Background: an optimization exercise with open tools, aiming at small area, a short achievable clock period and few clock cycles per item. Do not read the settings as production practice. In this exercise RTL edits were held to simulation tests only and were not proved equivalent to the original.

Design sw_top, start of the top module:
module sw_top #(
    parameter int NUM_REF   = 64,
    parameter int NUM_QUERY = 32
)
(
    input  logic                             clk,
    input  logic                             reset,
    input  logic                             valid_i,
    input  logic [1:0]                       data_ref_i,
    input  logic [1:0]                       data_query_i,
    output logic                             finish_o,
    output logic signed [7:0]                max_o,
    output logic [$clog2(NUM_REF + 1)-1:0]   pos_ref_o,
    output logic [$clog2(NUM_QUERY + 1)-1:0] pos_query_o
);
==> flow/config.mk <==
export PLATFORM = sky130hd
export DESIGN_NAME = sw_top
export DESIGN_NICKNAME = sw_top
export VERILOG_FILES = /design/flow/design.v
export SDC_FILE = /design/flow/constraint.sdc
export NUM_CORES = 4
export LEC_CHECK = 0
export CAP_MARGIN = 20
export CORE_MARGIN = 2
export CORE_UTILIZATION = 60
export CTS_BUF_LIST = sky130_fd_sc_hd__clkbuf_16
export CTS_CLUSTER_DIAMETER = 80
export CTS_CLUSTER_SIZE = 24
export SLEW_MARGIN = 20
==> flow/constraint.sdc <==
create_clock -name core_clock -period 55.0 [get_ports {clk}]
set_input_delay 11.0000 -clock core_clock [delete_from_list [all_inputs] [get_ports {clk}]]
set_output_delay 11.0000 -clock core_clock [all_outputs]
set_load 0.01 [all_outputs]
standard.sh (not shown) runs the stock make flow with config.mk's settings and CLKGATE_MAP_FILE= SYNTH_SCRIPT=/design/flow/synth_recipe.tcl, a recipe that flattens the netlist after the stock synthesis.
==> flow/flow/run.sh <==
#!/bin/bash
# Layout flow: the standard flow (standard.sh), with an area-oriented
# technology mapping in synthesis and plain buffers on the ports.
#  - arithmetic is left to ABC: no Kogge-Stone carry map and no separate
#    half/full adder extraction;
#  - the port buffers are sky130_fd_sc_hd__buf_4.
# Registers, their names and cell types are those of the standard synthesis.
set -euo pipefail
W=$(pwd)
SCR=$W/orfs_scripts
rm -rf "$SCR"
mkdir -p "$SCR"
cp -r "$FLOW_HOME/scripts/." "$SCR/"
cp "$W/flow/abc_area.script" "$SCR/abc_area.script"

KNOBS=(SCRIPTS_DIR="$SCR" ABC_AREA=1 ADDER_MAP_FILE= SYNTH_OPERATIONS_ARGS=-nofsm
       "BUFFER_PORTS_ARGS=-buffer_cell sky130_fd_sc_hd__buf_4")

bash standard.sh "${KNOBS[@]}" synth > "$W/synth.log" 2>&1
bash standard.sh "${KNOBS[@]}" finish > "$W/layout.log" 2>&1
==> flow/flow/abc_area.script <==
&get -n
&st
&dch -f
&nf -R 1000
&put
topo
Testbench counts at the start, summed over its fixed seeds: cycles 30,720, items 320.
Rerun with:
Settings changed: CTS_BUF_LIST sky130_fd_sc_hd__clkbuf_16 to sky130_fd_sc_hd__clkbuf_8, CTS_CLUSTER_DIAMETER 80 to default, CTS_CLUSTER_SIZE 24 to 30.
After rerunning: The new run passed the timing, DRC and antenna checks. Cell area rose by a few percent. Routed wire length rose slightly. Synthesized area stays the same. Worst setup slack gets worse by 0.091 ns. Core utilization rose by 1.5 points. Via count rose slightly. Sequential share of layout area fell by 0.66 points.
Rerun with:
Settings changed: CTS_BUF_LIST sky130_fd_sc_hd__clkbuf_8 to sky130_fd_sc_hd__clkbuf_16, CTS_CLUSTER_DIAMETER from default to 70.
Outcome: Utilization drops by 1.4 points. Worst hold slack is better by 0.0033 ns. Setup slack is better by 0.086 ns. Routed wire length drops slightly. Clock skew climbs by 0.0035 ns. Clock-buffer cell count drops by 83. Synthesized cell count does not change.


yarrow:
Another version of the RTL of sw_top (not shown whole).
Size in the first run: about 4,100 cells after synthesis, roughly 520 flip-flops, ~29 I/O pins, about 0.033 mm^2 of cells after synthesis.
export LEC_CHECK = 0
export CAP_MARGIN = 20
export CORE_MARGIN = 2
export CORE_UTILIZATION = 60
export CTS_BUF_LIST = sky130_fd_sc_hd__clkbuf_16
export CTS_CLUSTER_DIAMETER = 90
export CTS_CLUSTER_SIZE = 28
export SLEW_MARGIN = 20
create_clock -name core_clock -period 55.0 [get_ports {clk}]
==> flow/flow/run.sh <==
#!/bin/bash
# Layout flow: the standard flow (standard.sh) with these changes:
#  - the registers that drive output ports get the x4 drive strength of
#    their cell (same cell type and name), see upsize_out.py;
#  - the port buffers are sky130_fd_sc_hd__buf_2.
# Registers, their names and cell types are those of the standard synthesis.
# Each tool's output goes to a log file in the work folder.
set -euo pipefail
W=$(pwd)
SCR=$W/orfs_scripts
rm -rf "$SCR"
mkdir -p "$SCR"
cp -r "$FLOW_HOME/scripts/." "$SCR/"
cp "$W/flow/abc_area.script" "$SCR/abc_area.script"

KNOBS=(SCRIPTS_DIR="$SCR" ABC_AREA=1 ADDER_MAP_FILE= SYNTH_OPERATIONS_ARGS=-nofsm
       "BUFFER_PORTS_ARGS=-buffer_cell sky130_fd_sc_hd__buf_2")

bash standard.sh "${KNOBS[@]}" synth > "$W/synth.log" 2>&1
NET=$W/orfs/results/$FLOW_PLATFORM/sw_top/base/1_2_yosys.v
python3 "$W/flow/upsize_out.py" "$NET" > "$W/upsize.log" 2>&1
bash standard.sh "${KNOBS[@]}" finish > "$W/layout.log" 2>&1
==> flow/flow/abc_area.script <==
strash
&get -n
&st
&deepsyn -T 300
&dch -f
&nf -R 1000
&put
topo
==> flow/flow/upsize_out.py <==
#!/usr/bin/env python3
"""Give the flip-flops that drive the output ports (the result registers and
finish_o) the x4 drive strength of their cell type, in the synthesised
netlist. Names and cell types stay as they are."""
import re, sys

path = sys.argv[1]
src = open(path).read()
pat = re.compile(r"sky130_fd_sc_hd__(dfxtp|dfrtp)_1(\s+\\u_(?:tracker\.(?:max_o|pos_ref_o|pos_query_o)|ctrl\.finish_o)[\[$])")
src, n = pat.subn(r"sky130_fd_sc_hd__\1_4\2", src)
print(f"upsized {n} output registers")
open(path, "w").write(src)
yarrow went all the way through the flow, and no timing, DRC or antenna check failed.
Testbench counts of yarrow, summed over its fixed seeds: cycles 30,720, items 320.
#### Input delta (pepper over yarrow)
# yarrow
export LEC_CHECK = 0
export CAP_MARGIN = 20
export CORE_MARGIN = 2
export CORE_UTILIZATION = 60
export CTS_BUF_LIST = sky130_fd_sc_hd__clkbuf_16
export CTS_CLUSTER_DIAMETER = 90
export CTS_CLUSTER_SIZE = 28
export SLEW_MARGIN = 20
create_clock -name core_clock -period 55.0 [get_ports {clk}]
# pepper
export LEC_CHECK = 0
export CAP_MARGIN = 20
export CORE_MARGIN = 2
export CORE_UTILIZATION = 75
export CTS_BUF_LIST = sky130_fd_sc_hd__clkbuf_16
export CTS_CLUSTER_DIAMETER = 80
export CTS_CLUSTER_SIZE = 24
export SLEW_MARGIN = 20
create_clock -name core_clock -period 55.0 [get_ports {clk}]
diff --git a/flow/flow/run.sh b/flow/flow/run.sh
--- a/flow/flow/run.sh
+++ b/flow/flow/run.sh
@@ -3,5 +3,5 @@
 #  - the registers that drive output ports get the x4 drive strength of
 #    their cell (same cell type and name), see upsize_out.py;
-#  - the port buffers are sky130_fd_sc_hd__buf_2.
+#  - the port buffers are sky130_fd_sc_hd__buf_4.
 # Registers, their names and cell types are those of the standard synthesis.
 # Each tool's output goes to a log file in the work folder.
@@ -15,5 +15,5 @@
 
 KNOBS=(SCRIPTS_DIR="$SCR" ABC_AREA=1 ADDER_MAP_FILE= SYNTH_OPERATIONS_ARGS=-nofsm
-       "BUFFER_PORTS_ARGS=-buffer_cell sky130_fd_sc_hd__buf_2")
+       "BUFFER_PORTS_ARGS=-buffer_cell sky130_fd_sc_hd__buf_4")
 
 bash standard.sh "${KNOBS[@]}" synth > "$W/synth.log" 2>&1
## What came out
- Against yarrow, global-route wire length before repair in pepper came out better.
- Diff yarrow -> pepper: final area held steady; share of cells above drive strength 1 essentially unchanged; global-route usage up 6.4 points; final-layout worst hold slack lower.
- Diff yarrow -> pepper: clock tree buffer count of the final layout higher.


== run 2 ==
sw_top with an RTL version that a note above also has.
Size: about 4300 cells after synthesis, roughly 520 flip-flops, roughly 29 I/O pins, ~35000 sq um of cells after synthesis.
==> flow/config.mk <==
export PLATFORM = sky130hd
export DESIGN_NAME = sw_top
export DESIGN_NICKNAME = sw_top
export VERILOG_FILES = /design/flow/design.v
export SDC_FILE = /design/flow/constraint.sdc
export NUM_CORES = 4
export LEC_CHECK = 0
export CAP_MARGIN = 20
export CORE_MARGIN = 2
export CORE_UTILIZATION = 60
export CTS_BUF_LIST = sky130_fd_sc_hd__clkbuf_16
export CTS_CLUSTER_DIAMETER = 100
export CTS_CLUSTER_SIZE = 30
export SLEW_MARGIN = 20
==> flow/constraint.sdc <==
create_clock -name core_clock -period 55.0 [get_ports {clk}]
set_input_delay 11.0000 -clock core_clock [delete_from_list [all_inputs] [get_ports {clk}]]
set_output_delay 11.0000 -clock core_clock [all_outputs]
set_load 0.01 [all_outputs]
==> flow/flow/run.sh <==
#!/bin/bash
# Layout flow: the standard flow (standard.sh), with an area-oriented
# technology mapping in synthesis and plain buffers on the ports.
#  - arithmetic is left to ABC: no Kogge-Stone carry map and no separate
#    half/full adder extraction;
#  - the port buffers are sky130_fd_sc_hd__buf_4.
# Registers, their names and cell types are those of the standard synthesis.
set -euo pipefail
W=$(pwd)
SCR=$W/orfs_scripts
rm -rf "$SCR"
mkdir -p "$SCR"
cp -r "$FLOW_HOME/scripts/." "$SCR/"
cp "$W/flow/abc_area.script" "$SCR/abc_area.script"

KNOBS=(SCRIPTS_DIR="$SCR" ABC_AREA=1 ADDER_MAP_FILE= SYNTH_OPERATIONS_ARGS=-nofsm
       "BUFFER_PORTS_ARGS=-buffer_cell sky130_fd_sc_hd__buf_4")

bash standard.sh "${KNOBS[@]}" synth > "$W/synth.log" 2>&1
bash standard.sh "${KNOBS[@]}" finish > "$W/layout.log" 2>&1
==> flow/flow/abc_area.script <==
&get -n
&st
&dch -f
&nf -R 1000
&put
topo
Testbench counts of run 2, summed over its fixed seeds: cycles 30,720, items 320.
Changes in run 5 relative to run 2:
-- flow/config.mk --
<<< run 2, line 10
export CORE_UTILIZATION = 60
export CTS_BUF_LIST = sky130_fd_sc_hd__clkbuf_16
export CTS_CLUSTER_DIAMETER = 100
export CTS_CLUSTER_SIZE = 30
>>> run 5, line 10
export CORE_UTILIZATION = 40
[summary]
Run 5: pin count of the biggest net entering global routing is 23 lower than what run 2 reported. Looking at via count, run 5 sits 311 above run 2. Re overall fraction of global-route tracks in use: run 5 is 8.3 points down on run 2.

## separate check: timing with driven ports
How much do the figures lean on ideal ports? The routed layouts below were timed once more, with nothing changed but the port constraints.
Step 1 assumes that a clkbuf_16 drives the clock port and a buf_2 every other input.
Step 2, shift: input delay + t, output delay - t, t = (earliest + latest rising clock arrival at the registers) / 2. This alone moves slack from input paths to output paths.
a / b / c = ideal ports / drivers / drivers and shift; a / b = the first two.
run | t (ns) | setup slack, ns | hold slack, ns | worst setup path at the end | worst slew at a driven data input, ns
the first run of note 1 | 0.638 | 42.934 / 42.873 / 43.239 | 0.363 / 0.363 / 0.363 | input, reset recovery | 0.03
the second run of note 1 | 0.733 | 42.842 / 42.780 / 43.251 | 0.364 / 0.364 / 0.364 | input, reset recovery | 0.03
the third run of note 1 | 0.641 | 42.928 / 42.869 / 43.261 | 0.368 / 0.368 / 0.368 | input, reset recovery | 0.03
yarrow | 0.683 | 42.878 / 42.816 / 43.305 | 0.370 / 0.370 / 0.370 | input, reset recovery | 0.03
pepper | 0.676 | 42.868 / 42.809 / 43.260 | 0.364 / 0.364 / 0.364 | input, reset recovery | 0.03
run 2 | 0.657 | 42.880 / 42.817 / 43.271 | 0.372 / 0.372 / 0.372 | input, reset recovery | 0.03
run 5 | 0.700 | 42.757 / 42.690 / 43.334 | 0.362 / 0.362 / 0.362 | input, reset recovery | 0.03
After both steps setup and hold are still met in every run listed. Setup slack includes reset recovery checks.
